Source: an optimization exercise on an open RTL-to-GDS flow (aim: small area and a short achievable clock period). Production flows keep margins and buffers that such runs may drop.
Where RTL was checked, it was by simulation tests only, not by an equivalence proof against the original.
The RTL of run 1 was laid out without a check of its function.
No driver is modelled on the clock port, so clocking that relies on it looks cheaper here than on a real chip.
No activity file was given, so power comes from the tool's default toggle rates.

File: design/flow/config.mk
export PLATFORM = sky130hd
export DESIGN_NAME = exec_stage
export DESIGN_NICKNAME = exec_stage
export VERILOG_FILES = /design/flow/design.v
export SDC_FILE = /design/flow/constraint.sdc
export NUM_CORES = 4
export LEC_CHECK = 0
export CAP_MARGIN = 20
export CORE_MARGIN = 2
export CORE_UTILIZATION = 50
export CTS_BUF_LIST = sky130_fd_sc_hd__clkbuf_8
export CTS_CLUSTER_DIAMETER = 50
export CTS_CLUSTER_SIZE = 16
export SETUP_SLACK_MARGIN = 2.2
export SLEW_MARGIN = 20
File: design/flow/constraint.sdc
create_clock -name core_clock -period 4.5 [get_ports {clk}]
set_input_delay 0.9000 -clock core_clock [delete_from_list [all_inputs] [get_ports {clk}]]
set_output_delay 0.9000 -clock core_clock [all_outputs]
set_load 0.01 [all_outputs]
File: design/flow/design.v
package exec_pkg;
    typedef logic [32-1:0] word_t;     
    typedef logic [5-1:0] shamt_t;   
    typedef enum logic [4:0] {
        ALU_PA   = 5'd0,     
        ALU_PB   = 5'd1,     
        ALU_ADD  = 5'd2,
        ALU_SUB  = 5'd3,
        ALU_SUBU = 5'd4,
        ALU_OR   = 5'd5,
        ALU_AND  = 5'd6,
        ALU_XOR  = 5'd7,
        ALU_NOR  = 5'd8,
        ALU_SLT  = 5'd9,     
        ALU_SLTU = 5'd10,    
        ALU_SLL  = 5'd11,
        ALU_SRL  = 5'd12,
        ALU_SRA  = 5'd13,
        ALU_NOP  = 5'd14
    } alu_op_t;
    typedef enum logic [1:0] {
        A_RS   = 2'd0,       
        A_LINK = 2'd1,       
        A_EXT  = 2'd2,       
        A_SPC  = 2'd3        
    } src_a_t;
    typedef enum logic [1:0] {
        B_RT  = 2'd0,        
        B_EXT = 2'd1         
    } src_b_t;
    typedef enum logic [1:0] {
        FWD_NONE = 2'd0,     
        FWD_ALU  = 2'd1,     
        FWD_MEM  = 2'd2      
    } fwd_t;
    typedef logic [10-1:0] ctrl_t;
endpackage
module alu_logic (
    input  exec_pkg::word_t    p_i,
    input  exec_pkg::word_t    g_i,
    input  exec_pkg::ctrl_t    ctrl_i,
    input  exec_pkg::word_t    shift_i,     
    output exec_pkg::word_t    y_o
);
    localparam int W     = 32;
    localparam int LOG_W = 5;      
    logic [W-1:0] gp [0:LOG_W+1];    
    logic [W-1:0] pp [0:LOG_W+1];    
    logic [W-1:0] c;                 
    logic         arith;
    logic         cin;
    exec_pkg::word_t other;          
    exec_pkg::word_t y_c0;           
    exec_pkg::word_t y_c1;           
    logic         signs_differ;
    logic         lt_c0;             
    logic         lt_c1;             
    assign arith = ctrl_i[3];
    assign cin   = ctrl_i[4];
    assign gp[0] = g_i;
    assign pp[0] = p_i;
    for (genvar l = 0; l <= LOG_W; l++)
    begin : g_pfx
        for (genvar i = 0; i < W; i++)
        begin : g_bit
            localparam int STEP = (l == 0 || l == LOG_W) ? 1 : (1 << l);
            localparam bit ODD  = (i % 2) == 1;
            if ((l < LOG_W) ? (ODD && i >= STEP) : (!ODD && i >= 1))
            begin : g_op
                assign gp[l+1][i] = gp[l][i] | (pp[l][i] & gp[l][i-STEP]);
                assign pp[l+1][i] = pp[l][i] & pp[l][i-STEP];
            end
            else
            begin : g_pass
                assign gp[l+1][i] = gp[l][i];
                assign pp[l+1][i] = pp[l][i];
            end
        end
    end
    assign c = {gp[LOG_W+1][W-2:0], cin};
    assign other = ({W{ctrl_i[0]}} & ~(p_i | g_i))
                 | ({W{ctrl_i[1]}}  & p_i)
                 | ({W{ctrl_i[2]}} & g_i);
    assign signs_differ = ~p_i[W-1];
    assign lt_c0 = ctrl_i[6] ? (signs_differ ? g_i[W-1] :  p_i[W-1]) : ~g_i[W-1];
    assign lt_c1 = ctrl_i[6] ? (signs_differ ? g_i[W-1] : ~p_i[W-1]) : ~(g_i[W-1] | p_i[W-1]);
    assign y_c0 = other | ({W{arith}} &  p_i);
    assign y_c1 = other | ({W{arith}} & ~p_i);
    assign y_o[0] = (c[0] ? y_c1[0] : y_c0[0])
                  | (ctrl_i[5] & (c[W-1] ? lt_c1 : lt_c0))
                  | shift_i[0];
    for (genvar i = 1; i < W; i++)
    begin : g_pick
        assign y_o[i] = (c[i] ? y_c1[i] : y_c0[i]) | shift_i[i];
    end
endmodule
module barrel_shifter (
    input  exec_pkg::word_t    value_i,
    input  logic [3:0]         sh_lo_i,
    input  logic [3:0]         sh_hi_i,
    input  logic               sh_16_i,
    input  exec_pkg::ctrl_t    ctrl_i,
    output exec_pkg::word_t    y_o
);
    localparam int W = 32;
    logic             fill;
    logic [W+2:0]     val_f;         
    logic [W+11:0]    sh_a_f;
    logic [W+15:0]    sh_b_f;
    exec_pkg::word_t  sh_a;          
    exec_pkg::word_t  sh_b;          
    exec_pkg::word_t  sh_c;          
    assign fill  = ctrl_i[9] & value_i[W-1];    
    assign val_f = {{3{fill}}, value_i};
    for (genvar i = 0; i < W; i++)
    begin : g_sh_a
        assign sh_a[i] = (sh_lo_i[0] & val_f[i])
                       | (sh_lo_i[1] & val_f[i + 1])
                       | (sh_lo_i[2] & val_f[i + 2])
                       | (sh_lo_i[3] & val_f[i + 3]);
    end
    assign sh_a_f = {{12{fill}}, sh_a};
    for (genvar i = 0; i < W; i++)
    begin : g_sh_b
        assign sh_b[i] = (sh_hi_i[0] & sh_a_f[i])
                       | (sh_hi_i[1] & sh_a_f[i + 4])
                       | (sh_hi_i[2] & sh_a_f[i + 8])
                       | (sh_hi_i[3] & sh_a_f[i + 12]);
    end
    assign sh_b_f = {{16{fill}}, sh_b};
    for (genvar i = 0; i < W; i++)
    begin : g_out
        assign sh_c[i] = sh_16_i ? sh_b_f[i + 16] : sh_b[i];
        assign y_o[i]  = (ctrl_i[7] & sh_c[i])
                       | (ctrl_i[8]  & sh_c[W-1-i]);
    end
endmodule
module operand_select (
    input  logic               clk,
    input  logic               rst,
    input  logic               valid_i,
    input  exec_pkg::alu_op_t  alu_op_i,
    input  exec_pkg::src_a_t   src_a_i,
    input  exec_pkg::src_b_t   src_b_i,
    input  exec_pkg::fwd_t     fwd_a_i,
    input  exec_pkg::fwd_t     fwd_b_i,
    input  exec_pkg::fwd_t     fwd_st_i,
    input  logic               spc_clr_i,
    input  exec_pkg::word_t    rs_i,
    input  exec_pkg::word_t    rt_i,
    input  exec_pkg::word_t    ext_i,
    input  exec_pkg::word_t    pc_i,
    input  exec_pkg::word_t    fw_alu_i,
    input  exec_pkg::word_t    fw_mem_i,
    output logic               valid_o,
    output exec_pkg::ctrl_t    ctrl_o,
    output exec_pkg::word_t    p_o,         
    output exec_pkg::word_t    g_o,         
    output exec_pkg::word_t    store_o,
    output exec_pkg::word_t    spc_o
);
    exec_pkg::word_t st_fwd;
    exec_pkg::word_t link_addr;
    exec_pkg::word_t a_sel;
    exec_pkg::word_t b_sel;
    exec_pkg::ctrl_t ctrl;
    logic            zero_a;
    logic            zero_b;
    exec_pkg::word_t a_op;
    exec_pkg::word_t b_op;
    logic a_rs, a_fa, a_fm, a_link, a_ext, a_spc;
    logic b_rt, b_fa, b_fm, b_ext;
    logic s_rt, s_fa, s_fm;
    assign a_rs   = (src_a_i == exec_pkg::A_RS) & (fwd_a_i == exec_pkg::FWD_NONE);
    assign a_fa   = (src_a_i == exec_pkg::A_RS) & (fwd_a_i == exec_pkg::FWD_ALU);
    assign a_fm   = (src_a_i == exec_pkg::A_RS) & fwd_a_i[1];
    assign a_link = (src_a_i == exec_pkg::A_LINK);
    assign a_ext  = (src_a_i == exec_pkg::A_EXT);
    assign a_spc  = (src_a_i == exec_pkg::A_SPC);
    assign b_rt   = ~src_b_i[0] & (fwd_b_i == exec_pkg::FWD_NONE);
    assign b_fa   = ~src_b_i[0] & (fwd_b_i == exec_pkg::FWD_ALU);
    assign b_fm   = ~src_b_i[0] & fwd_b_i[1];
    assign b_ext  = src_b_i[0];
    assign s_rt   = (fwd_st_i == exec_pkg::FWD_NONE);
    assign s_fa   = (fwd_st_i == exec_pkg::FWD_ALU);
    assign s_fm   = fwd_st_i[1];
    exec_pkg::word_t carry;      
    assign carry[2:0] = 3'b100;
    for (genvar i = 3; i < 32; i++)
    begin : g_inc
        assign carry[i] = &pc_i[i-1:2];
    end
    assign link_addr = pc_i ^ carry;     
    assign a_sel = ({32{a_rs}}   & rs_i)
                 | ({32{a_fa}}   & fw_alu_i)
                 | ({32{a_fm}}   & fw_mem_i)
                 | ({32{a_link}} & link_addr)
                 | ({32{a_ext}}  & ext_i)
                 | ({32{a_spc}}  & spc_o);     
    assign b_sel = ({32{b_rt}}  & rt_i)
                 | ({32{b_fa}}  & fw_alu_i)
                 | ({32{b_fm}}  & fw_mem_i)
                 | ({32{b_ext}} & ext_i);
    assign st_fwd = ({32{s_rt}} & rt_i)
                  | ({32{s_fa}} & fw_alu_i)
                  | ({32{s_fm}} & fw_mem_i);
    always_comb
    begin
        ctrl = '0;
        case (alu_op_i)
            exec_pkg::ALU_PA,                                
            exec_pkg::ALU_PB,                                
            exec_pkg::ALU_XOR:  ctrl[1] = 1'b1;
            exec_pkg::ALU_ADD:  ctrl[3] = 1'b1;
            exec_pkg::ALU_SUB,
            exec_pkg::ALU_SUBU: begin ctrl[3] = 1'b1; ctrl[4] = 1'b1; end
            exec_pkg::ALU_OR:   begin ctrl[1] = 1'b1; ctrl[2] = 1'b1; end
            exec_pkg::ALU_AND:  ctrl[2] = 1'b1;
            exec_pkg::ALU_NOR:  ctrl[0] = 1'b1;
            exec_pkg::ALU_SLT:  begin ctrl[5] = 1'b1; ctrl[6] = 1'b1; ctrl[4] = 1'b1; end
            exec_pkg::ALU_SLTU: begin ctrl[5] = 1'b1; ctrl[4] = 1'b1; end
            exec_pkg::ALU_SLL:  ctrl[8] = 1'b1;
            exec_pkg::ALU_SRL:  ctrl[7] = 1'b1;
            exec_pkg::ALU_SRA:  begin ctrl[7] = 1'b1; ctrl[9] = 1'b1; end
            default: ;           
        endcase
    end
    exec_pkg::word_t b_rev;
    for (genvar i = 0; i < 32; i++)
    begin : g_rev
        assign b_rev[i] = ctrl[8] ? b_sel[32-1-i] : b_sel[i];
    end
    assign zero_a = (alu_op_i == exec_pkg::ALU_PB) | ctrl[8] | ctrl[7];
    assign zero_b = (alu_op_i == exec_pkg::ALU_PA);
    assign a_op   = a_sel & {32{~zero_a}};
    assign b_op   = (b_rev & {32{~zero_b}}) ^ {32{ctrl[4]}};
    logic spc_load;
    logic spc_hold;
    assign spc_load = rst & ~spc_clr_i & valid_i;
    assign spc_hold = rst & ~spc_clr_i & ~valid_i;
    always_ff @(posedge clk)
    begin
        spc_o <= ({32{spc_load}} & pc_i) | ({32{spc_hold}} & spc_o);
    end
    always_ff @(posedge clk)
    begin
        if (!rst)
            valid_o <= 1'b0;
        else
            valid_o <= valid_i;
    end
    always_ff @(posedge clk)
    begin
        ctrl_o  <= ctrl;
        p_o     <= a_op ^ b_op;
        g_o     <= {a_op[32-1:1] & b_op[32-1:1],
                    (a_op[0] & b_op[0]) | ((a_op[0] ^ b_op[0]) & ctrl[4])}
                 | {{(32-9){1'b0}},
                    {a_sel[4], 4'b0001 << a_sel[3:2], 4'b0001 << a_sel[1:0]}
                        & {9{ctrl[7] | ctrl[8]}}};
        store_o <= st_fwd;
    end
endmodule
module result_stage (
    input  logic               clk,
    input  logic               rst,
    input  logic               valid_i,
    input  exec_pkg::ctrl_t    ctrl_i,
    input  exec_pkg::word_t    p_i,         
    input  exec_pkg::word_t    g_i,         
    input  exec_pkg::word_t    store_i,
    output logic               valid_o,
    output exec_pkg::word_t    result_o,
    output exec_pkg::word_t    store_data_o
);
    exec_pkg::word_t alu_y;
    exec_pkg::word_t shift_y;
    barrel_shifter i_shifter (
        .value_i  (p_i),
        .sh_lo_i (g_i[3:0]),     
        .sh_hi_i (g_i[7:4]),
        .sh_16_i (g_i[8]),
        .ctrl_i   (ctrl_i),
        .y_o      (shift_y)
    );
    alu_logic i_alu (
        .p_i     (p_i),
        .g_i     (g_i),
        .ctrl_i  (ctrl_i),
        .shift_i (shift_y),
        .y_o     (alu_y)
    );
    always_ff @(posedge clk)
    begin
        if (!rst)
            valid_o <= 1'b0;
        else
            valid_o <= valid_i;
    end
    always_ff @(posedge clk)
    begin
        result_o     <= alu_y;
        store_data_o <= store_i;
    end
endmodule
module exec_stage (
    input  logic               clk,
    input  logic               rst,
    input  logic               valid_i,
    input  exec_pkg::alu_op_t  alu_op_i,
    input  exec_pkg::src_a_t   src_a_i,
    input  exec_pkg::src_b_t   src_b_i,
    input  exec_pkg::fwd_t     fwd_a_i,
    input  exec_pkg::fwd_t     fwd_b_i,
    input  exec_pkg::fwd_t     fwd_st_i,
    input  logic               spc_clr_i,
    input  exec_pkg::word_t    rs_i,
    input  exec_pkg::word_t    rt_i,
    input  exec_pkg::word_t    ext_i,
    input  exec_pkg::word_t    pc_i,
    input  exec_pkg::word_t    fw_alu_i,
    input  exec_pkg::word_t    fw_mem_i,
    output logic               valid_o,
    output exec_pkg::word_t    result_o,
    output exec_pkg::word_t    store_data_o,
    output exec_pkg::word_t    spc_o
);
    logic    op_valid;
    exec_pkg::ctrl_t   op_ctrl;
    exec_pkg::word_t   op_p;
    exec_pkg::word_t   op_g;
    exec_pkg::word_t   op_store;
    operand_select i_operand_select (
        .clk       (clk),
        .rst       (rst),
        .valid_i   (valid_i),
        .alu_op_i  (alu_op_i),
        .src_a_i   (src_a_i),
        .src_b_i   (src_b_i),
        .fwd_a_i   (fwd_a_i),
        .fwd_b_i   (fwd_b_i),
        .fwd_st_i  (fwd_st_i),
        .spc_clr_i (spc_clr_i),
        .rs_i      (rs_i),
        .rt_i      (rt_i),
        .ext_i     (ext_i),
        .pc_i      (pc_i),
        .fw_alu_i  (fw_alu_i),
        .fw_mem_i  (fw_mem_i),
        .valid_o   (op_valid),
        .ctrl_o    (op_ctrl),
        .p_o       (op_p),
        .g_o       (op_g),
        .store_o   (op_store),
        .spc_o     (spc_o)
    );
    result_stage i_result_stage (
        .clk          (clk),
        .rst          (rst),
        .valid_i      (op_valid),
        .ctrl_i       (op_ctrl),
        .p_i          (op_p),
        .g_i          (op_g),
        .store_i      (op_store),
        .valid_o      (valid_o),
        .result_o     (result_o),
        .store_data_o (store_data_o)
    );
endmodule
File: design/flow/flow/run.sh
#!/bin/bash
# The standard layout (standard.sh, ORFS) with these changes:
#  - synthesis: the ABC mapping step runs flow/map.abc (a delay-driven
#    &nf mapping with area recovery) instead of ORFS's abc_speed script,
#    and no full/half adder cells are extracted (ADDER_MAP_FILE empty), so
#    the RTL's prefix adder reaches ABC as gates. Registers, their names
#    and cell types are as in the standard flow's synthesis.
#  - every port gets the smallest buffer, sky130_fd_sc_hd__buf_1
#  - the resizer may swap cells of any footprint (MATCH_CELL_FOOTPRINT=0)
#  - after CTS, flow/skew.tcl gives the result register (result_o) a later
#    clock through extra clock buffers, lending time to the paths from the
#    operand registers into it, then repairs timing again
# Each tool's output goes to a log file in this folder (flow.log, and
# ORFS's per-step logs under orfs/logs).
set -euo pipefail
HERE=$(pwd)

# synthesis script: the standard flow's, with the ABC script swapped
sed -e 's#^source \$::env(SCRIPTS_DIR)/synth_preamble.tcl$#&\nset abc_args [lreplace $abc_args 1 1 $::env(MY_ABC_SCRIPT)]#' \
    "$FLOW_HOME/scripts/synth.tcl" > my_synth_body.tcl
grep -q MY_ABC_SCRIPT my_synth_body.tcl
sed -e "s#^source \$::env(SCRIPTS_DIR)/synth.tcl\$#source $HERE/my_synth_body.tcl#" \
    synth_recipe.tcl > my_synth_recipe.tcl
grep -q my_synth_body my_synth_recipe.tcl

sed -e "s#SYNTH_SCRIPT=[^ ]*#SYNTH_SCRIPT=$HERE/my_synth_recipe.tcl MATCH_CELL_FOOTPRINT=0#" standard.sh > my_standard.sh
grep -q my_synth_recipe my_standard.sh

export MY_ABC_SCRIPT="$HERE/flow/map.abc"
export BUFFER_PORTS_ARGS="-buffer_cell sky130_fd_sc_hd__buf_1"
export ADDER_MAP_FILE=""
# after CTS: the result register's clock arrives later (flow/skew.tcl)
export POST_CTS_TCL="$HERE/flow/skew.tcl"
export SKEW_STAGES=2
export SKEW_CELL=sky130_fd_sc_hd__clkbuf_4
bash my_standard.sh > flow.log 2>&1
File: design/flow/flow/map.abc
&get -n
&st
&dch
&nf
&put
topo
stime -c
File: design/flow/flow/skew.tcl
# Post-CTS step: clock the result register (i_result_stage.result_o*) a
# little later than the rest, through extra clock buffers on its leaf
# clock nets. Its inputs all come from the operand stage's registers, so
# the later clock only lends time to those register-to-register paths
# (it takes time from the result_o output paths). Then re-run the timing
# repair with the new clock arrivals.
set stages [expr {[info exists ::env(SKEW_STAGES)] ? $::env(SKEW_STAGES) : 2}]
set cell   [expr {[info exists ::env(SKEW_CELL)] ? $::env(SKEW_CELL) : "sky130_fd_sc_hd__clkbuf_4"}]
set block  [ord::get_db_block]
set master [[ord::get_db] findMaster $cell]

set groups [dict create]
foreach inst [$block getInsts] {
  if {[string match {i_result_stage.result_o*} [$inst getName]]} {
    set net [[$inst findITerm CLK] getNet]
    dict lappend groups [$net getName] $inst
  }
}

set k 0
dict for {netname insts} $groups {
  set src [$block findNet $netname]
  set sx 0; set sy 0
  foreach inst $insts {
    set loc [$inst getLocation]
    incr sx [lindex $loc 0]; incr sy [lindex $loc 1]
  }
  set cx [expr {$sx / [llength $insts]}]
  set cy [expr {$sy / [llength $insts]}]
  set drv $src
  for {set s 0} {$s < $stages} {incr s} {
    set buf [odb::dbInst_create $block $master "clkskew_${k}_${s}"]
    set out [odb::dbNet_create $block "clkskew_net_${k}_${s}"]
    $out setSigType CLOCK
    [$buf findITerm A] connect $drv
    [$buf findITerm X] connect $out
    $buf setLocation $cx $cy
    $buf setPlacementStatus PLACED
    set drv $out
  }
  foreach inst $insts {
    set ck [$inst findITerm CLK]
    $ck disconnect
    $ck connect $drv
  }
  puts "clock skew: [llength $insts] result registers on $netname moved behind $stages x $cell"
  incr k
}

detailed_placement
check_placement -verbose
estimate_parasitics -placement
report_clock_skew
repair_timing_helper
detailed_placement
check_placement -verbose
File: design/flow/standard.sh
#!/bin/bash
# synth_recipe.tcl (not shown) runs the flow's synth.tcl, then flattens the netlist and writes it again
# the make line also repeats each setting of config.mk as NAME=value (left out here)
make -C /OpenROAD-flow-scripts/flow DESIGN_CONFIG=/design/flow/config.mk WORK_HOME=/design/flow/orfs CLKGATE_MAP_FILE= SYNTH_SCRIPT=/design/flow/synth_recipe.tcl "${@:-finish}"
==> results of run 1 <==
cells in the final DEF, fill, tap and decap left out, types with 24 or more instances in the layout:
cell	netlist	routed
a21oi_1	111	100
a222oi_1	122	122
a22o_1	37	37
a22oi_1	75	72
buf_1	0	296
buf_4	0	66
clkbuf_8	0	24
dfxtp_1	204	181
nand2_1	302	298
nand3_1	28	27
nor2_1	130	128
nor3_1	49	45
o21ai_0	67	47
xnor2_1	52	52
xor2_1	32	32
worst max-delay path: stages:
cell and delay [ps]:
buf_1 190, and4_4 310, and3_4 200, buf_4 200
nand2_1 90, xor2_1 130, o21ai_0 300, nand2_1 180
xor2_1 190
cell families (layout without fill, tap and decap cells):
family / Yosys count / after routing / share of synthesized area
AOI/OAI and AO/OA: 521 / 522 / 0.337
xor gates and xnor gates: 84 / 84 / 0.0640
buffers and inverters: 17 / 464 / 0.00555
DFF: 204 / 204 / 0.355
muxes: 1 / 1 / 0.000870
other: 0 / 4 / 0
and+or+nand+nor: 615 / 616 / 0.237
power by group through the flow:
| stage | Clock [mW] | Combinational (mW) | Sequential, mW |
|---|---|---|---|
| after floorplan | 0 | 0.971 | 2.42 |
| after global placement | 0 | 1.59 | 2.49 |
| after detailed placement | 0 | 1.59 | 2.50 |
| after global routing | 1.81 | 2.06 | 2.48 |
| final | 1.71 | 1.92 | 2.46 |
synthesized netlist by cell type (18+ instances only):
| master | instances | area (sq um) |
|---|---|---|
| xnor2_1 | 52 | 455 |
| nor3_1 | 49 | 245 |
| a22oi_1 | 75 | 563 |
| nand4_1 | 18 | 113 |
| nor2_1 | 130 | 488 |
| xor2_1 | 32 | 280 |
| nand3_1 | 28 | 140 |
| nor3b_1 | 20 | 150 |
| a222oi_1 | 122 | 1220 |
| a22o_1 | 37 | 324 |
| a21oi_1 | 111 | 556 |
| dfxtp_1 | 204 | 4080 |
| o21ai_0 | 67 | 335 |
| a221oi_1 | 19 | 166 |
| nand2_1 | 302 | 1130 |
worst paths after layout:
kind | from | to | slack [ps] | cells past startpoint
worst max-delay path | pc_i[3] | i_operand_select.p_o[11]$_DFF_P_ | 2270 | 9
worst min-delay path | i_operand_select.ctrl_o[5]$_SDFF_PP0_ | i_result_stage.result_o[0]$_DFF_P_ | 210 | 2
worst max register to register | i_operand_select.g_o[0]$_DFF_P_ | i_result_stage.result_o[29]$_DFF_P_ | 2290 | 9
worst min register to register | i_operand_select.ctrl_o[5]$_SDFF_PP0_ | i_result_stage.result_o[0]$_DFF_P_ | 210 | 2
per-layer routing:
metal  vias to the layer above  part of all wire  wire (um)  GRT usage
li1                       6568                 -          -          -
met4                         0             0.066       3430      0.224
met1                      6667              0.37      19300      0.536
met5                         -                 0          0          0
met3                       238              0.13       6650      0.100
met2                      1235              0.43      22500      0.634
per-stage QoR:
stage / hold slack, ps / setup slack, ps / util
global placement: 310 / 1250 / 0.593
global route: 213 / 2190 / 0.661
floorplan: 310 / 1830 / -
finish: 208 / 2270 / 0.662
detailed placement: 312 / 1170 / 0.593
flip-flops by register name (all words and copies together), names as in the netlist:
signal and flops:
i_operand_select.store_o 32, i_operand_select.p_o 32, i_operand_select.spc_o 32, i_operand_select.valid_o 1, i_operand_select.ctrl_o 10, i_result_stage.store_data_o 32
i_result_stage.valid_o 1, i_result_stage.result_o 32, i_operand_select.g_o 32
final cells by class, without the clock buffers:
| cell class | count | share of cell area |
|---|---|---|
| tap | 285 | 0.0238 |
| timing repair inverter | 1 | 0.000334 |
| buffer | 12 | 0.00601 |
| antenna | 4 | 0.000668 |
| inverter | 17 | 0.00476 |
| timing repair buffer | 390 | 0.128 |
| multi-input combinational | 1223 | 0.522 |
| clock inverter | 20 | 0.0161 |
| sequential | 204 | 0.276 |
==> results.txt, run 1 <==
Tot GR Track Use=0.413; Post-DP HPWL=35.2 mm; Final GP Congestion=0.982; Slew Limit Fails=0; DRT iter0 DRCs=around 2.7k; switching fraction of total power=0.400; Layout fillers=2047; share of cells above drive strength 1=0.131; max-cap violations=0; setup_tns=0 ps; total clock sinks=204; Required @ worst endpoint=~5000 ps; # setup viols final=0; Vias=about 15k; router iterations before antenna repair=14; Reg area=~0.0041 sq mm; sequential-to-total area share from yosys stat=0.355; Worst EP arrival=between 2000 and 3000 ps; startpoint types=input pin; Die H=between 150 and 200 um; IO buf count=between 300 and 400; Post-synth ARST share=0; Leakage=roughly 5.7 nW; Distinct cells, synth=between 50 and 60; Final min period=about 2200 ps; status=timing/DRC/antenna clean; Multi-input gate area=a little under 0.008 sq mm; I/O pins=slightly above 300; Hold Vio Cnt, Final=0; FMAX=448 MHz; die area=0.0242 sq mm; sequential share of power=0.404; register clock-pin slew on the reported worst setup and hold paths=~90 ps; Slew headroom=0.495; antenna violations before repair=4; logic gate share of total power=0.316; syn nets=~1.7k; # nets final=between 2k and 2.5k; number of flops mapped to enable cells by yosys=0; ys flop type=dfxtp_1; Finished Cell Area=approximately 0.015 sq mm; Final Instance Count excl. Fillers=2180; post-route ant nets=0; Routed WL=about 52 mm; total power=a little over 6 mW; syn avg cell area=7.98 sq um; Initial Util=0.508; Max VDD drop=around 0.27 mV; CTS tree=done; Final Skew=~300 ps; post-synthesis cell count=~1.4k; Worst Setup End Kind=flop; crit path max fanout=13; Synth Cell Area=approximately 0.012 sq mm; clock share of power=0.281; hold crit path type=flop to flop; routed vias/inst=approximately 6.7; Least-Margin Pin Slew=around 760 ps; yosys warns=5; first-pass GRT wire length=78.4 mm; pin count of the biggest net entering global routing=36; vias in the first global route=between 10k and 15k; Internal=about 3.7 mW; DR WL/cell=23.8 um; placed standard-cell area=roughly 0.013 sq mm; # DRC=0; core area=around 0.023 sq mm; sw power=between 2 and 2.5 mW; Pwr per Cell Area=just over 400 mW/mm^2; Placed Cells incl. Taps=slightly above 2k; # rows=between 50 and 60; register bit total from synthesis=between 200 and 250; Die Wd=between 150 and 200 um; grt ovf=0; final period utilization=0.496; Worst-Skew Late Latency=approximately 850 ps; synthesis-to-finish area growth=30.2%; RSZ-0062 raised after global routing=true; critical path class=input pin to flop
==> run 2: changes to the inputs <==
--- a/design/flow/design.v
+++ b/design/flow/design.v
@@ -234,13 +234,14 @@
     assign zero_b = (alu_op_i == exec_pkg::ALU_PA);
     assign a_op   = a_sel & {32{~zero_a}};
     assign b_op   = (b_rev & {32{~zero_b}}) ^ {32{ctrl[4]}};
-    logic spc_load;
-    logic spc_hold;
-    assign spc_load = rst & ~spc_clr_i & valid_i;
-    assign spc_hold = rst & ~spc_clr_i & ~valid_i;
     always_ff @(posedge clk)
     begin
-        spc_o <= ({32{spc_load}} & pc_i) | ({32{spc_hold}} & spc_o);
+        if (!rst)
+            spc_o <= '0;
+        else if (spc_clr_i)
+            spc_o <= '0;
+        else if (valid_i)
+            spc_o <= pc_i;
     end
     always_ff @(posedge clk)
     begin
==> run 2 against run 1 <==
  * Critical endpoint is now i_operand_select.p_o[12]$_DFF_P_
  * Worst hold slack gained 57 ps
  * Critical path depth shrank 2
  * Total power shrank 2.5%
  * Die area grew 0.44%
  * Still clean
  * Cell count grew 0.14%
==> results.txt, run 2 <==
Final GP Congestion=1.02 (+3.9%); setup_tns=0 ps (unchanged); die area=0.0243 sq mm (+0.44%); commonest non-fill, non-tap cell in the layout=nand2_1; grt ovf=0 (unchanged); final period utilization=0.500 (+0.00427); commonest cells after routing, fill and taps aside=nand2_1, buf_1, dfxtp_1; critical path class=input pin to flop; Final min period=2250 ps (+19.2 ps); router iterations before antenna repair=13 (-1); Die Wd=156 um (+0.22%); Worst EP arrival=2680 ps (-20 ps); post-synth top area cell=dfxtp_1; Synth Cell Area=0.0116 sq mm (+0.46%); Distinct cells, synth=49 (-5.8%); register clock-pin slew on the reported worst setup and hold paths=90 ps (about the same); Required @ worst endpoint=4930 ps (-40 ps); Slew Limit Fails=0 (unchanged); Worst-Skew Late Latency=850 ps (about the same); crit path max fanout=15 (+2); core area=0.0226 sq mm (unchanged); Post-synth ARST share=0 (unchanged); final hold slack=265 ps (+56.9 ps); top cells by area, synth=dfxtp_1, a222oi_1, nand2_1; critical path cell sequence=buf_1 -> or3_4 -> clkinvlp_4 -> nor2_4 -> and2_4 -> o21ai_1 -> xor2_1; IO buf count=306 (unchanged); Pwr per Cell Area=401 mW/mm^2 (-1.2%); worst r2r src=i_operand_select.g_o[0]$_DFF_P_; slowest CP cell=buf_1; startpoint types=input pin; # DRC=0 (unchanged); post-layout util=0.653 (-0.00895); post-synth top area share=0.353 (-0.00162); Leakage=5.76 nW (+1.2%); RSZ-0062 raised after global routing=true; ys flop type=dfxtp_1; CTS tree=done; most common cell in the synthesized netlist=nand2_1; Least-Margin Pin Slew=1000 ps (+248 ps); Initial Util=0.510 (+0.00232); hold crit path type=flop to flop; syn avg cell area=7.92 sq um (-0.65%); Final Skew=299 ps (-1.35 ps); Hold Crit Start=i_operand_select.g_o[13]$_DFF_P_; yosys warns=5 (unchanged); I/O pins=308 (unchanged); sequential-to-total area share from yosys stat=0.353 (-0.00162); register bit total from synthesis=204 (unchanged); syn nets=1669 (+0.97%); # rows=55 (unchanged); Critical Path Start=alu_op_i[2]; Slew headroom=0.329 (-0.166); Tot GR Track Use=0.396 (-0.0166); number of flops mapped to enable cells by yosys=0 (unchanged); DR WL/cell=23.1 um (-2.8%); share of cells above drive strength 1=0.115 (-0.0157); # nets final=2093 (+0.43%); Die H=156 um (+0.22%); Worst Setup End Kind=flop; Post-DP HPWL=35.1 mm (-0.46%); antenna violations before repair=1 (-3); Routed WL=50.5 mm (-2.7%); synth cell count leaders=nand2_1, dfxtp_1, nor2_1, a222oi_1, a21oi_1; Max VDD drop=0.256 mV (-3.6%); # setup viols final=0 (unchanged); FMAX=444 MHz (-0.85%); max-cap violations=0 (unchanged); post-route ant nets=0 (unchanged); total clock sinks=204 (unchanged); Vias=14.5k (-1.5%); status=timing/DRC/antenna clean; routed vias/inst=6.64 (-1.6%); crit-path max cell delay=340 ps (+30 ps); pin count of the biggest net entering global routing=38 (+5.6%); post-synthesis cell count=1458 (+1.1%); synthesis-to-finish area growth=27.9%; Hold Vio Cnt, Final=0 (unchanged); DRT iter0 DRCs=2969 (+9.7%); first-pass GRT wire length=75.4 mm (-3.8%); vias in the first global route=13.0k (-4.1%)
[run 2: layer usage]
layer | share of wire | vias up | routed length (um) | GRT usage
met3 | 0.13 | 200 | 6390 | 0.0950
li1 | - | 6532 | - | -
met2 | 0.44 | 1126 | 22100 | 0.617
met5 | 0 | - | 0 | 0
met1 | 0.37 | 6635 | 18800 | 0.517
met4 | 0.063 | 0 | 3190 | 0.190
[run 2: logic make-up after synthesis]
family / Yosys count / synth area share
muxes: 33 / 0.0286
buffers and inverters: 12 / 0.00390
DFF: 204 / 0.353
AOI/OAI and AO/OA: 485 / 0.309
xor gates and xnor gates: 91 / 0.0690
and+or+nand+nor: 633 / 0.236
[run 2: final cells by class, without the clock buffers]
| type | count | area [sq um] |
|---|---|---|
| fill | 2047 | 7860 |
| multi-input combinational | 1244 | 7790 |
| sequential | 204 | 4110 |
| timing repair buffer | 384 | 1850 |
| tap | 285 | 357 |
| clock inverter | 17 | 193 |
| buffer | 12 | 90.1 |
| inverter | 12 | 52.6 |
| timing repair inverter | 1 | 7.51 |
| antenna | 1 | 2.50 |
[run 2: final timing paths]
check                                             end  slack [ps]  depth (start not counted)
hold / removal    i_result_stage.result_o[13]$_DFF_P_         260                          2
setup reg to reg   i_result_stage.result_o[6]$_DFF_P_        2280                          9
hold reg to reg   i_result_stage.result_o[13]$_DFF_P_         260                          2
setup / recovery     i_operand_select.p_o[12]$_DFF_P_        2250                          7
[run 2: worst max-delay path, delay by kind of cell]
kind	cells	cell delay (ps)
buffers and inverters	2	510
XOR/XNOR	1	220
AND/OR/NAND/NOR	3	790
AO/OA/AOI/OAI	1	240
[run 2: stage by stage]
step	cell area, sq um	setup slack (ps)	cells	total power [mW]
floorplan	11700	1800	1458	3.38
global placement	13400	1130	2080	4.06
detailed placement	13400	1100	2080	4.08
global route	14800	2180	2182	6.18
finish	14800	2250	2183	5.93
[run 2: power breakdown]
part | internal [mW] | switching (mW) | total [mW]
Sequential | 2.05 | 0.391 | 2.44
Clock | 0.759 | 0.829 | 1.59
Combinational | 0.745 | 1.16 | 1.90
Total | 3.55 | 2.38 | 5.93
==> run 3: changes to the inputs <==
--- a/design/flow/config.mk
+++ b/design/flow/config.mk
@@ -11,5 +11,5 @@
 export CTS_BUF_LIST = sky130_fd_sc_hd__clkbuf_8
 export CTS_CLUSTER_DIAMETER = 50
 export CTS_CLUSTER_SIZE = 16
-export SETUP_SLACK_MARGIN = 2.2
+export SETUP_SLACK_MARGIN = 2.25
 export SLEW_MARGIN = 20
==> run 3 against run 2 <==
  * Still clean
  * First-iteration DRC count decreased by 7.3%
  * Sequential power about the same
  * Global-route usage increased by 1.5 points
  * Setup slack got worse by 27 ps
  * Cell count increased by 0.69%
  * Via count increased by 1.1%
  * Area after synthesis unchanged
  * Flip-flop and latch count unchanged
  * Fmax decreased by 1.2%
==> results.txt, run 3 <==
DRT iter0 DRCs=2753 (-7.3%); status=timing/DRC/antenna clean; commonest non-fill, non-tap cell in the layout=nand2_1; setup_tns=0 ps (unchanged); ys flop type=dfxtp_1; total clock sinks=204 (unchanged); hold crit path type=flop to flop; worst path bufs/invs=1 (-1); Least-Margin Pin Slew=939 ps (-65.4 ps); antenna violations before repair=2 (+1); Slew Limit Fails=0 (unchanged); final period utilization=0.506 (+0.00605); I/O pins=308 (unchanged); setup ws final=2220 ps (-27.2 ps); # rows=55 (unchanged); commonest cells after routing, fill and taps aside=nand2_1, buf_1, dfxtp_1; grt ovf=0 (unchanged); top cells by area, synth=dfxtp_1, a222oi_1, nand2_1; Worst-Skew Late Latency=850 ps (about the same); post-synth top area cell=dfxtp_1; post-synthesis cell count=1458 (unchanged); Tot GR Track Use=0.412 (+0.0154); crit-path max cell delay=610 ps (+270 ps); pre-CTS WS=1120 ps (+16.1 ps); Post-DP HPWL=35.1 mm (+0.17%); number of flops mapped to enable cells by yosys=0 (unchanged); routed vias/inst=6.67 (+0.41%); Layout fillers=2026 (-1.0%); first-pass GRT wire length=77.9 mm (+3.3%); Worst Setup End Kind=flop; crit path max fanout=7 (-8); startpoint types=input pin; Final min period=2280 ps (+27.2 ps); final hold slack=278 ps (+13.2 ps); vias in the first global route=13.3k (+1.8%); Slew headroom=0.374 (+0.0445); # DRC=0 (unchanged); Hold Vio Cnt, Final=0 (unchanged); Routed WL=52.4 mm (+3.9%); Leakage=5.94 nW (+3.1%); critical path class=input pin to flop; Post-synth ARST share=0 (unchanged); Top Usage Layer GRT=met2; router iterations before antenna repair=15 (+2); Initial Util=0.510 (unchanged); met1 Use GR=0.524 (+0.00731); Synth Cell Area=0.0116 sq mm (unchanged); post-synth top area share=0.353 (unchanged); slowest CP cell=nor2b_1; Die Wd=156 um (unchanged); Max VDD drop=0.251 mV (-2.0%); Required @ worst endpoint=4940 ps (about the same); sequential-to-total area share from yosys stat=0.353 (unchanged); FMAX=439 MHz (-1.2%); Final Skew=284 ps (-14.4 ps); critical path cell sequence=clkbuf_2 -> nor2b_1 -> a22o_1 -> a21oi_1 -> and3_1 -> o32ai_1; synthesis-to-finish area growth=30.2%; RSZ-0062 raised after global routing=true; syn nets=1669 (unchanged); Distinct cells, synth=49 (unchanged); cell family with most CP delay=simple AND/OR/NAND/NOR gates; synth cell count leaders=nand2_1, dfxtp_1, nor2_1, a222oi_1, a21oi_1; CTS tree=done; post-layout util=0.664 (+0.0117); GRT met2 Usage=0.655 (+0.0379); # setup viols final=0 (unchanged); M3 GR Usage=0.110 (+0.0153); die area=0.0243 sq mm (unchanged); Pwr per Cell Area=399 mW/mm^2 (-0.69%); syn avg cell area=7.92 sq um (unchanged); DR WL/cell=23.9 um (+3.2%); pin count of the biggest net entering global routing=37 (-2.6%); most common cell in the synthesized netlist=nand2_1; core area=0.0226 sq mm (unchanged); Final GP Congestion=0.958 (-6.0%); register clock-pin slew on the reported worst setup and hold paths=90 ps (about the same); post-route ant nets=0 (unchanged); Vias=14.7k (+1.1%); total power=6.00 mW (+1.1%); register bit total from synthesis=204 (unchanged); max-cap violations=0 (unchanged); share of cells above drive strength 1=0.143 (+0.0273); # nets final=2105 (+0.57%); IO buf count=306 (unchanged); Die H=156 um (unchanged); Worst EP arrival=2720 ps (+40 ps); yosys warns=5 (unchanged)
[run 3: cell counts after synthesis]
No cell type changed its count.
[run 3: worst paths after layout]
check	end	startpoint	cells after the start	slack, ps
max	i_operand_select.g_o[1]$_DFF_P_	src_a_i[0]	6	2220
min	i_result_stage.result_o[0]$_DFF_P_	i_operand_select.ctrl_o[5]$_SDFF_PP0_	4	280
max reg2reg	i_result_stage.result_o[15]$_DFF_P_	i_operand_select.g_o[2]$_DFF_P_	7	2220
min reg2reg	i_result_stage.result_o[0]$_DFF_P_	i_operand_select.ctrl_o[5]$_SDFF_PP0_	4	280
[run 3: power breakdown]
part           internal, mW  total (mW)  switching, mW  leakage, nW
registers              2.05        2.45          0.394         1.70
clock network         0.725        1.59          0.865        0.330
logic                 0.778        1.96           1.18         3.91
total                  3.56        6.00           2.44         5.94
[run 3: through the flow]
stage               instance area, sq um  std cells
finish                             15000       2198
global route                       15000       2198
detailed placement                 13400       2081
global placement                   13400       2081
floorplan                          11700       1458
[run 3: cells by family after synthesis]
logic type	count (synthesis)	synth area share
and+or+nand+nor	633	0.236
AOI/OAI and AO/OA	485	0.309
DFF	204	0.353
buffers and inverters	12	0.00390
xor gates and xnor gates	91	0.0690
muxes	33	0.0286
[run 3: tightest hold or removal path: cells and delay by family, from the launching register on]
kind,cells,cell delay [ps]
AOI/OAI and AO/OA,3,160
DFF,1,290
and+or+nand+nor,1,60
[run 3: layout make-up, without the clock buffers]
type	instances	area (sq um)	share of cell area
well taps	285	357	0.0237
repair inverters	1	7.51	0.000499
repair buffers	393	2020	0.134
inverters	12	52.6	0.00349
multi-input cells	1245	7870	0.523
plain buffers	12	90.1	0.00599
clock inverters	18	151	0.0101
flip-flops and latches	204	4120	0.274
diodes	1	2.50	0.000166
[run 3: metal layers]
metal	vias to the layer above	part of all wire
li1	6560	-
met1	6646	0.36
met2	1210	0.44
met3	235	0.14
met4	2	0.064
met5	-	0.00025
==> run 4: changes to the inputs <==
--- a/design/flow/flow/run.sh
+++ b/design/flow/flow/run.sh
@@ -7,6 +7,8 @@
 #    and cell types are as in the standard flow's synthesis.
 #  - every port gets the smallest buffer, sky130_fd_sc_hd__buf_1
 #  - the resizer may swap cells of any footprint (MATCH_CELL_FOOTPRINT=0)
+#  - after global placement, flow/inbuf.tcl gives the control inputs
+#    (operation, selects, valid, clear, reset) a stronger port buffer
 #  - after CTS, flow/skew.tcl gives the result register (result_o) a later
 #    clock through extra clock buffers, lending time to the paths from the
 #    operand registers into it, then repairs timing again
@@ -33,4 +35,6 @@
 export POST_CTS_TCL="$HERE/flow/skew.tcl"
 export SKEW_STAGES=2
 export SKEW_CELL=sky130_fd_sc_hd__clkbuf_4
+# after global placement: stronger buffers on the control inputs (flow/inbuf.tcl)
+export POST_GLOBAL_PLACE_TCL="$HERE/flow/inbuf.tcl"
 bash my_standard.sh > flow.log 2>&1
==> design/flow/flow/inbuf.tcl (new file) <==
# After global placement: the buffers of the control inputs (operation,
# operand and forwarding selects, valid, clear and reset), which each fan
# out to a whole datapath word, get a stronger buffer cell.
set block [ord::get_db_block]
set cell  [expr {[info exists ::env(CTRL_INBUF_CELL)] ? $::env(CTRL_INBUF_CELL) : "sky130_fd_sc_hd__buf_4"}]
foreach bterm [$block getBTerms] {
  set name [$bterm getName]
  if {![regexp {^(src_a_i|src_b_i|fwd_a_i|fwd_b_i|fwd_st_i|alu_op_i|valid_i|spc_clr_i|rst)(\[|$)} $name]} { continue }
  set net [$bterm getNet]
  foreach it [$net getITerms] {
    set inst [$it getInst]
    if {[$it isInputSignal] && [string match {*buf_1} [[$inst getMaster] getName]]} {
      replace_cell [get_cells [$inst getName]] $cell
      puts "input buffer [$inst getName] for $name -> $cell"
    }
  }
}
detailed_placement
--- a/design/flow/config.mk
+++ b/design/flow/config.mk
@@ -11,5 +11,5 @@
 export CTS_BUF_LIST = sky130_fd_sc_hd__clkbuf_8
 export CTS_CLUSTER_DIAMETER = 50
 export CTS_CLUSTER_SIZE = 16
-export SETUP_SLACK_MARGIN = 2.25
+export SETUP_SLACK_MARGIN = 2.2
 export SLEW_MARGIN = 20
==> run 4 against run 3 <==
  * Wire length down 3.1%
  * Critical endpoint is now i_operand_select.p_o[20]$_DFF_P_
  * Worst hold slack better by 14 ps
  * Critical path type unchanged
  * Synthesized cell count unchanged
  * Sequential power about the same
  * Area after synthesis unchanged
  * Cell count down 0.59%
  * Global-route usage down 1.9 points
  * Fmax up 1.2%
  * Sequential share of layout area up 0.17 points
  * Highest routed layer is now met4
  * Via count down 1.1%
  * Utilization down 0.52 points
  * Critical path depth up 3
==> results.txt, run 4 <==
most common cell in the synthesized netlist=nand2_1; ys flop type=dfxtp_1; Max VDD drop=0.225 mV (-10%); Worst EP arrival=2710 ps (about the same); Met1 Wirelength=18.8 mm (+0.35%); antenna violations before repair=0 (-2); total power=6.04 mW (+0.75%); metal2 WL=22.7 mm (-2.1%); Slew headroom=0.474 (+0.0999); Hold Vio Cnt, Final=0 (unchanged); I/O pins=308 (unchanged); Critical Path Start=alu_op_i[0]; slowest CP cell=and2_2; worst reg-to-reg setup slack=2290 ps (+70 ps); Pwr per Cell Area=405 mW/mm^2 (+1.5%); Final Skew=286 ps (+1.39 ps); FF-to-FF End=i_result_stage.result_o[21]$_DFF_P_; pre-CTS WS=1090 ps (-23.5 ps); commonest non-fill, non-tap cell in the layout=nand2_1; Die H=156 um (unchanged); sequential-to-total area share from yosys stat=0.353 (unchanged); RSZ-0062 raised after global routing=true; Synth Cell Area=0.0116 sq mm (unchanged); share of cells above drive strength 1=0.122 (-0.0207); # rows=55 (unchanged); commonest cells after routing, fill and taps aside=nand2_1, buf_1, dfxtp_1; startpoint types=input pin; DR top layer=met4; worst r2r src=i_operand_select.g_o[0]$_DFF_P_; Post-DP HPWL=35.1 mm (-0.10%); post-synth top area share=0.353 (unchanged); Post-synth ARST share=0 (unchanged); Placed Cells incl. Taps=2080 (-0.048%); met3 routed WL=6.64 mm (-7.3%); yosys warns=5 (unchanged); number of flops mapped to enable cells by yosys=0 (unchanged); setup_tns=0 ps (unchanged); status=timing/DRC/antenna clean; placed standard-cell area=0.0135 sq mm (+0.35%); post-synth top area cell=dfxtp_1; hold crit path type=flop to flop; Slew Limit Fails=0 (unchanged); Die Wd=156 um (unchanged); Leakage=5.84 nW (-1.7%); final hold slack=292 ps (+14.5 ps); register bit total from synthesis=204 (unchanged); IO buf count=306 (unchanged); reg2reg path depth=9 (+2); synthesis-to-finish area growth=29.2%; Tot GR Track Use=0.393 (-0.0188); most frequent CP cell=buf_4; DRT iter0 DRCs=2819 (+2.4%); Final Instance Count excl. Fillers=2185 (-0.59%); # nets final=2093 (-0.57%); FMAX=444 MHz (+1.2%); pin count of the biggest net entering global routing=38 (+2.7%); # setup viols final=0 (unchanged); routed vias/inst=6.64 (-0.46%); post-layout util=0.659 (-0.00519); core area=0.0226 sq mm (unchanged); router iterations before antenna repair=11 (-4); Vias=14.5k (-1.1%); # DRC=0 (unchanged); critical path cell sequence=buf_4 -> nand2_2 -> or3_4 -> clkinvlp_4 -> buf_4 -> nor2_4 -> and2_2 -> o21ai_2 -> xor2_1; post-route ant nets=0 (unchanged); synth cell count leaders=nand2_1, dfxtp_1, nor2_1, a222oi_1, a21oi_1; post-synthesis cell count=1458 (unchanged); Initial Util=0.510 (unchanged); Routed WL=50.8 mm (-3.1%); first-pass GRT wire length=75.0 mm (-3.8%); Distinct cells, synth=49 (unchanged); Finished Cell Area=0.0149 sq mm (-0.78%); syn nets=1669 (unchanged); Antenna Cells=0 (-1); Worst Setup End Kind=flop; setup ws final=2250 ps (+28.1 ps); crit path max fanout=14 (+7); die area=0.0243 sq mm (unchanged); crit-path max cell delay=420 ps (-190 ps); vias in the first global route=12.9k (-2.5%); top cells by area, synth=dfxtp_1, a222oi_1, nand2_1; Worst-Skew Late Latency=850 ps (about the same); final period utilization=0.500 (-0.00624); DR WL/cell=23.3 um (-2.5%); grt ovf=0 (unchanged); critical path class=input pin to flop; Layout fillers=2091 (+3.2%); Least-Margin Pin Slew=789 ps (-150 ps); register clock-pin slew on the reported worst setup and hold paths=80 ps (about the same); Required @ worst endpoint=4960 ps (+20 ps); CTS tree=done; syn avg cell area=7.92 sq um (unchanged); total clock sinks=204 (unchanged); end of the critical path=i_operand_select.p_o[20]$_DFF_P_; max-cap violations=0 (unchanged); Final min period=2250 ps (-28.1 ps)
-- run 4: cells by family (layout without fill, tap and decap cells) --
group                     Yosys count  after routing  synth area share
and+or+nand+nor                   633            636             0.236
AOI/OAI and AO/OA                 485            485             0.309
DFF                               204            204             0.353
xor gates and xnor gates           91             91            0.0690
muxes                              33             33            0.0286
buffers and inverters              12            451           0.00390
-- run 4: worst min path at each step --
stage	from	endpoint	slack [ps]	cells after the start
after floorplan	i_operand_select.store_o[0]$_DFF_P_	i_result_stage.store_data_o[0]$_DFF_P_	310	0
after global placement	i_operand_select.store_o[14]$_DFF_P_	i_result_stage.store_data_o[14]$_DFF_P_	310	0
after detailed placement	i_operand_select.store_o[26]$_DFF_P_	i_result_stage.store_data_o[26]$_DFF_P_	310	0
after global routing	i_operand_select.g_o[11]$_DFF_P_	i_result_stage.result_o[11]$_DFF_P_	290	2
final	i_operand_select.g_o[11]$_DFF_P_	i_result_stage.result_o[11]$_DFF_P_	290	2
-- run 4: critical path: cells and delay by family --
kind / cells / cell delay [ps]
AND/OR/NAND/NOR: 4 / 960
AO/OA/AOI/OAI: 1 / 190
XOR/XNOR: 1 / 190
buffers and inverters: 3 / 460
-- run 4: area by class of cell, without the clock buffers --
| type | count | area (sq um) | share of cell area |
|---|---|---|---|
| Tap cell | 285 | 357 | 0.0239 |
| Buffer | 12 | 90.1 | 0.00604 |
| Multi-Input combinational cell | 1245 | 7790 | 0.522 |
| Inverter | 12 | 52.6 | 0.00352 |
| Clock inverter | 14 | 171 | 0.0115 |
| Sequential cell | 204 | 4120 | 0.276 |
| Timing Repair Buffer | 382 | 1920 | 0.129 |
-- run 4: per-layer routing --
metal | up-vias | global-route usage
met4 | 0 | 0.163
met2 | 1126 | 0.618
met3 | 184 | 0.0989
met1 | 6657 | 0.515
li1 | 6532 | -
met5 | - | 0
-- run 4: power breakdown --
| part | internal, mW | total (mW) | switching [mW] |
|---|---|---|---|
| Clock | 0.894 | 1.73 | 0.832 |
| Sequential | 2.05 | 2.43 | 0.384 |
| Combinational | 0.723 | 1.88 | 1.16 |
==> run 5: changes to the inputs <==
--- a/design/flow/config.mk
+++ b/design/flow/config.mk
@@ -11,5 +11,5 @@
 export CTS_BUF_LIST = sky130_fd_sc_hd__clkbuf_8
 export CTS_CLUSTER_DIAMETER = 50
 export CTS_CLUSTER_SIZE = 16
-export SETUP_SLACK_MARGIN = 2.2
+export SETUP_SLACK_MARGIN = 2.3
 export SLEW_MARGIN = 20
==> run 5 against run 4 <==
  * Flip-flop and latch count is the same
  * Critical path depth is the same
  * Highest routed layer unchanged
  * Still clean
  * Total power grew 1.5%
  * Critical endpoint is now i_operand_select.p_o[12]$_DFF_P_
  * Setup slack gained 43 ps
  * Area after synthesis is the same
  * First-iteration DRC count shrank 3.6%
  * Via count grew 1.2%
==> results.txt, run 5 <==
# nets final=2097 (+0.19%); routed vias/inst=6.70 (+1.0%); post-synth top area cell=dfxtp_1; commonest cells after routing, fill and taps aside=nand2_1, buf_1, dfxtp_1; Least-Margin Pin Slew=955 ps (+165 ps); top cells by area, synth=dfxtp_1, a222oi_1, nand2_1; synthesis-to-finish area growth=31.2%; IO buf count=306 (unchanged); syn nets=1669 (unchanged); most common cell in the synthesized netlist=nand2_1; Slew headroom=0.364 (-0.110); antenna violations before repair=1 (+1); commonest non-fill, non-tap cell in the layout=nand2_1; CTS tree=done; Final Instance Count excl. Fillers=2189 (+0.18%); post-synth top area share=0.353 (unchanged); status=timing/DRC/antenna clean; final hold slack=273 ps (-19.2 ps); Worst-Skew Late Latency=860 ps (about the same); Finished Cell Area=0.0152 sq mm (+1.5%); post-synthesis cell count=1458 (unchanged); FMAX=453 MHz (+1.9%); Die H=156 um (unchanged); hold crit path type=flop to flop; Final min period=2210 ps (-42.5 ps); Post-synth ARST share=0 (unchanged); grt ovf=0 (unchanged); placed standard-cell area=0.0135 sq mm (about the same); Pwr per Cell Area=405 mW/mm^2 (about the same); critical path class=input pin to flop; # rows=55 (unchanged); Placed Cells incl. Taps=2077 (-0.14%); setup ws final=2290 ps (+42.5 ps); post-route ant nets=0 (unchanged); Die Wd=156 um (unchanged); Worst Setup End Kind=flop; pre-CTS WS=1130 ps (+35.7 ps); Synth Area in Adders=0 (unchanged); xor-xnor portion of the synthesized cell area=0.0690 (unchanged); largest family of logic cells by synthesized area=compound AO/OA/AOI/OAI gates; register bit total from synthesis=204 (unchanged); post-layout util=0.669 (+0.0101); DRT iter0 DRCs=2717 (-3.6%); router iterations before antenna repair=13 (+2); core area=0.0226 sq mm (unchanged); Hold Vio Cnt, Final=0 (unchanged); ys flop type=dfxtp_1; Initial Util=0.510 (unchanged); die area=0.0243 sq mm (unchanged); post-synthesis simple-gate area fraction=0.236 (unchanged); Tot GR Track Use=0.405 (+0.0116); final period utilization=0.491 (-0.00945); vias in the first global route=13.3k (+2.8%); # DRC=0 (unchanged); DR WL/cell=23.6 um (+1.6%); RSZ-0062 raised after global routing=true; Compound-Gate Fraction of Synth Area=0.309 (unchanged); Leakage=6.04 nW (+3.4%); Routed WL=51.7 mm (+1.8%); total clock sinks=204 (unchanged); number of flops mapped to enable cells by yosys=0 (unchanged); Synth Cell Area=0.0116 sq mm (unchanged); Post-DP HPWL=34.9 mm (-0.50%); Worst EP arrival=2670 ps (-40 ps); setup_tns=0 ps (unchanged); Final Skew=296 ps (+10.7 ps); I/O pins=308 (unchanged); register clock-pin slew on the reported worst setup and hold paths=80 ps (about the same); first-pass GRT wire length=77.2 mm (+3.0%); syn avg cell area=7.92 sq um (unchanged); Slew Limit Fails=0 (unchanged); sequential-to-total area share from yosys stat=0.353 (unchanged); pin count of the biggest net entering global routing=37 (-2.6%); Distinct cells, synth=49 (unchanged); Required @ worst endpoint=4970 ps (about the same); Vias=14.7k (+1.2%); Layout fillers=2026 (-3.1%); yosys warns=5 (unchanged); total power=6.13 mW (+1.5%); startpoint types=input pin; max-cap violations=0 (unchanged); Max VDD drop=0.218 mV (-3.4%); mux cell area share after synthesis=0.0286 (unchanged); synth cell count leaders=nand2_1, dfxtp_1, nor2_1, a222oi_1, a21oi_1; # setup viols final=0 (unchanged); crit path max fanout=15 (+1); share of cells above drive strength 1=0.160 (+0.0376)
==> run 5: cell counts after synthesis <==
Identical to the previous run, type by type.
==> run 5: logic make-up after synthesis <==
| logic type | Yosys count |
|---|---|
| xor+xnor | 91 |
| buf+inv | 12 |
| compound gates | 485 |
| mux | 33 |
| simple gates | 633 |
| flops | 204 |
==> run 5: area by class of cell, without the clock buffers <==
| class | count | area [sq um] | area share |
|---|---|---|---|
| Antenna cell | 1 | 2.50 | 0.000165 |
| Sequential cell | 204 | 4140 | 0.273 |
| Clock inverter | 19 | 243 | 0.0160 |
| Timing Repair Buffer | 387 | 2070 | 0.137 |
| Buffer | 12 | 90.1 | 0.00595 |
| Inverter | 12 | 52.6 | 0.00347 |
| Tap cell | 285 | 357 | 0.0235 |
| Timing Repair inverter | 1 | 7.51 | 0.000495 |
| Multi-Input combinational cell | 1244 | 7860 | 0.519 |
==> run 5: worst paths after layout <==
kind                                                            start                            endpoint  slack [ps]  cells past startpoint
worst max-delay path                                      alu_op_i[0]    i_operand_select.p_o[12]$_DFF_P_        2290                      9
worst min register to register  i_operand_select.ctrl_o[6]$_SDFF_PP0_  i_result_stage.result_o[0]$_DFF_P_         270                      3
worst max register to register        i_operand_select.g_o[0]$_DFF_P_  i_result_stage.result_o[2]$_DFF_P_        2310                      9
worst min-delay path            i_operand_select.ctrl_o[6]$_SDFF_PP0_  i_result_stage.result_o[0]$_DFF_P_         270                      3
==> run 5: where the power goes <==
part / leakage, nW / switching [mW] / internal (mW)
sequential: 1.70 / 0.442 / 2.06
clock: 0.342 / 0.855 / 0.847
combinational: 3.99 / 1.14 / 0.792
==> run 5: layer usage <==
layer | GRT usage | part of all wire | up-vias | wire length, um
met5 | 0 | 0 | - | 0
met4 | 0.210 | 0.064 | 0 | 3290
met3 | 0.0831 | 0.12 | 212 | 6450
met2 | 0.640 | 0.45 | 1193 | 23100
met1 | 0.522 | 0.37 | 6720 | 18900
li1 | - | - | 6550 | -
==> run 5: worst max-delay path, stage by stage <==
cell and delay, ps:
buf_4 150, nand2_2 150, or3_4 250, clkinvlp_4 150, buf_4 160, nor2_4 170
and2_4 310, o21ai_1 210, xor2_1 200
==> run 6: changes to the inputs <==
--- a/design/flow/flow/run.sh
+++ b/design/flow/flow/run.sh
@@ -33,7 +33,7 @@
 export ADDER_MAP_FILE=""
 # after CTS: the result register's clock arrives later (flow/skew.tcl)
 export POST_CTS_TCL="$HERE/flow/skew.tcl"
-export SKEW_STAGES=2
+export SKEW_STAGES=3
 export SKEW_CELL=sky130_fd_sc_hd__clkbuf_4
 # after global placement: stronger buffers on the control inputs (flow/inbuf.tcl)
 export POST_GLOBAL_PLACE_TCL="$HERE/flow/inbuf.tcl"
--- a/design/flow/config.mk
+++ b/design/flow/config.mk
@@ -11,5 +11,5 @@
 export CTS_BUF_LIST = sky130_fd_sc_hd__clkbuf_8
 export CTS_CLUSTER_DIAMETER = 50
 export CTS_CLUSTER_SIZE = 16
-export SETUP_SLACK_MARGIN = 2.3
+export SETUP_SLACK_MARGIN = 2.35
 export SLEW_MARGIN = 20
==> run 6 against run 5 <==
  * Critical path depth shrank 8
  * Largest power group unchanged
  * Largest cell class unchanged
  * Fmax is 4.7% lower
  * Sequential power barely moved
  * Highest routed layer unchanged
==> results.txt, run 6 <==
critical path cell sequence=buf_6; number of flops mapped to enable cells by yosys=0 (unchanged); I/O pins=308 (unchanged); slowest CP cell=dfxtp_2; Final Instance Count excl. Fillers=2187 (-0.091%); Worst EP arrival=1420 ps (-1250 ps); top cells by area, synth=dfxtp_1, a222oi_1, nand2_1; Hold Vio Cnt, Final=0 (unchanged); first-pass GRT wire length=76.4 mm (-1.0%); grt ovf=0 (unchanged); Slew headroom=0.478 (+0.114); worst path bufs/invs=1 (-2); post-synth top area cell=dfxtp_1; most common cell in the synthesized netlist=nand2_1; hold crit path type=flop to flop; commonest cells after routing, fill and taps aside=nand2_1, buf_1, dfxtp_1; ys flop type=dfxtp_1; post-route ant nets=0 (unchanged); sequential-to-total area share from yosys stat=0.353 (unchanged); cell family with most CP delay=flip-flops; pin count of the biggest net entering global routing=35 (-5.4%); crit-path max cell delay=360 ps (+50 ps); Routed WL=52.0 mm (+0.48%); crit path max fanout=1 (-14); startpoint types=flop; router iterations before antenna repair=13 (unchanged); Tot GR Track Use=0.403 (-0.00112); synth cell count leaders=nand2_1, dfxtp_1, nor2_1, a222oi_1, a21oi_1; syn avg cell area=7.92 sq um (unchanged); hold path depth=3 (unchanged); post-synthesis cell count=1458 (unchanged); Leakage=6.05 nW (+0.26%); Synth Cell Area=0.0116 sq mm (unchanged); Final Skew=405 ps (+109 ps); share of cells above drive strength 1=0.160 (+0.000336); CTS tree=done; # DRC=0 (unchanged); total clock sinks=204 (unchanged); die area=0.0243 sq mm (unchanged); Slew Limit Fails=0 (unchanged); Vias=14.6k (-0.67%); Hold Crit Start=i_operand_select.ctrl_o[6]$_SDFF_PP0_; setup_tns=0 ps (unchanged); Worst Setup End Kind=output pin; DR WL/cell=23.8 um (+0.57%); Final min period=2320 ps (+108 ps); register clock-pin slew on the reported worst setup and hold paths=100 ps (+20 ps); register bit total from synthesis=204 (unchanged); critical path class=flop to output pin; yosys warns=5 (unchanged); IO buf count=306 (unchanged); Post-synth ARST share=0 (unchanged); final period utilization=0.515 (+0.0240); FF-to-FF End=i_result_stage.result_o[15]$_DFF_P_; DRT iter0 DRCs=2986 (+9.9%); Placed Cells incl. Taps=2079 (+0.096%); syn nets=1669 (unchanged); core area=0.0226 sq mm (unchanged); routed vias/inst=6.66 (-0.58%); commonest non-fill, non-tap cell in the layout=nand2_1; Distinct cells, synth=49 (unchanged); # nets final=2094 (-0.14%); antenna violations before repair=1 (unchanged); # rows=55 (unchanged); worst reg-to-reg setup slack=2470 ps (+160 ps); reg2reg path depth=8 (-1); vias in the first global route=13.3k (-0.17%); status=timing/DRC/antenna clean; Worst Hold End=i_result_stage.result_o[0]$_DFF_P_; Initial Util=0.510 (unchanged); worst r2r src=i_operand_select.g_o[0]$_DFF_P_; Post-DP HPWL=35.2 mm (+0.83%); post-synth top area share=0.353 (unchanged); synthesis-to-finish area growth=31.7%; RSZ-0062 raised after global routing=true; Die Wd=156 um (unchanged); Required @ worst endpoint=3600 ps (-1370 ps); Max VDD drop=0.265 mV (+22%); FMAX=432 MHz (-4.7%); Pwr per Cell Area=398 mW/mm^2 (-1.6%); # setup viols final=0 (unchanged); max-cap violations=0 (unchanged); Worst-Skew Late Latency=950 ps (+90 ps); Die H=156 um (unchanged); Least-Margin Pin Slew=782 ps (-173 ps)
==> run 6: cell count changes in the layout (fill, tap and decap cells not counted), moves of 5 or more <==
| cell | delta |
|---|---|
| a21oi_2 | -5 |
| buf_1 | -5 |
| buf_4 | -19 |
| buf_8 | +9 |
| clkbuf_8 | +5 |
| inv_6 | -5 |
| o21ai_0 | -6 |
==> run 6: cell families (layout without fill, tap and decap cells) <==
logic type,after synthesis,in the layout,synth area share
buf+inv,12,452,0.00390
flops,204,204,0.353
xor+xnor,91,91,0.0690
simple gates,633,634,0.236
compound gates,485,485,0.309
mux,33,33,0.0286
other cells,0,3,0
==> run 6: layout make-up, without the clock buffers <==
type | instances | area, sq um
timing repair buffer | 381 | 2130
sequential | 204 | 4140
tap | 285 | 357
clock inverter | 14 | 140
timing repair inverter | 2 | 15.0
multi-input combinational | 1243 | 7870
antenna | 3 | 7.51
inverter | 12 | 56.3
buffer | 15 | 113
fill | 1982 | 7430
==> run 6: metal layers <==
| metal | share of wire | routed length, um | global-route usage | up-vias |
|---|---|---|---|---|
| met3 | 0.13 | 6730 | 0.100 | 234 |
| met4 | 0.064 | 3350 | 0.222 | 0 |
| met5 | 0 | 0 | 0 | - |
| met1 | 0.37 | 19100 | 0.512 | 6643 |
| met2 | 0.44 | 22800 | 0.629 | 1176 |
| li1 | - | - | - | 6523 |
==> run 6: where the power goes <==
part	internal (mW)	leakage [nW]	switching, mW	total, mW
Sequential	2.06	1.70	0.444	2.50
Clock	0.844	0.346	0.791	1.64
Combinational	0.786	4.00	1.13	1.92
Total	3.69	6.05	2.37	6.06
==> run 6: worst max-delay path by stage <==
stage                                         from                                to  cells after the start  slack [ps]
5_1_grt         i_result_stage.result_o[6]$_DFF_P_                       result_o[6]                      1        2140
3_3_place_gp                               pc_i[2]  i_operand_select.p_o[30]$_DFF_P_                      8        1100
3_5_place_dp                               pc_i[2]  i_operand_select.p_o[21]$_DFF_P_                      8        1090
6_report       i_result_stage.result_o[17]$_DFF_P_                      result_o[17]                      1        2180
2_1_floorplan                           fwd_a_i[1]   i_operand_select.p_o[2]$_DFF_P_                      7        1800
==> run 6: stage by stage <==
stage,setup slack (ps),cell area [sq um],total power [mW],hold slack (ps),utilization
floorplan,1800,11700,3.38,310,-
global placement,1100,13400,4.06,310,0.594
detailed placement,1090,13500,4.08,312,0.596
global route,2140,15200,6.31,201,0.672
finish,2180,15200,6.06,182,0.672
==> run 6: tightest hold or removal path: cells and delay by family, from the launching register on <==
| family | cells | cell delay (ps) |
|---|---|---|
| simple gates | 1 | 70 |
| flops | 1 | 330 |
| compound gates | 2 | 120 |

-- what the ideal ports hide --
How much do the figures lean on ideal ports? The routed layouts below were timed once more, with nothing changed but the port constraints.
Step 1 (the two cells are an assumption about what drives the block):
set clk [get_ports {clk}]
set_driving_cell -lib_cell sky130_fd_sc_hd__clkbuf_16 $clk
set_driving_cell -lib_cell sky130_fd_sc_hd__buf_2 [delete_from_list [all_inputs] $clk]
Step 2, shift: input delay + t, output delay - t, t = (earliest + latest rising clock arrival at the registers) / 2. This alone moves slack from input paths to output paths.
Three values: no drivers, after step 1, after step 2; two values: the first two.
| run | t, ns | setup WS [ns] | worst setup path after step 2 | latest minus earliest clock arrival (ns) | pins driven straight from the clock port |
|---|---|---|---|---|---|
| run 1 | 0.742 | 2.269 / 2.236 / 1.511 | input to register | 0.300 / 0.300 | 1 |
| run 2 | 0.752 | 2.249 / 2.221 / 1.519 | input to register | 0.298 / 0.299 | 1 |
| run 3 | 0.752 | 2.222 / 2.209 / 1.457 | input to register | 0.290 / 0.289 | 1 |
| run 4 | 0.750 | 2.250 / 2.233 / 1.517 | input to register | 0.288 / 0.288 | 1 |
| run 5 | 0.754 | 2.293 / 2.263 / 1.557 | input to register | 0.297 / 0.297 | 1 |
| run 6 | 0.791 | 2.185 / 2.142 / 1.507 | input to register | 0.405 / 0.405 | 1 |
Clock arrivals are far apart in run 1 and run 6, so t is only a midpoint there and step 2 fits no single register. The setup slack of run 3, which loses most, moves by -0.013 ns with the drivers and by -0.765 ns with both steps.
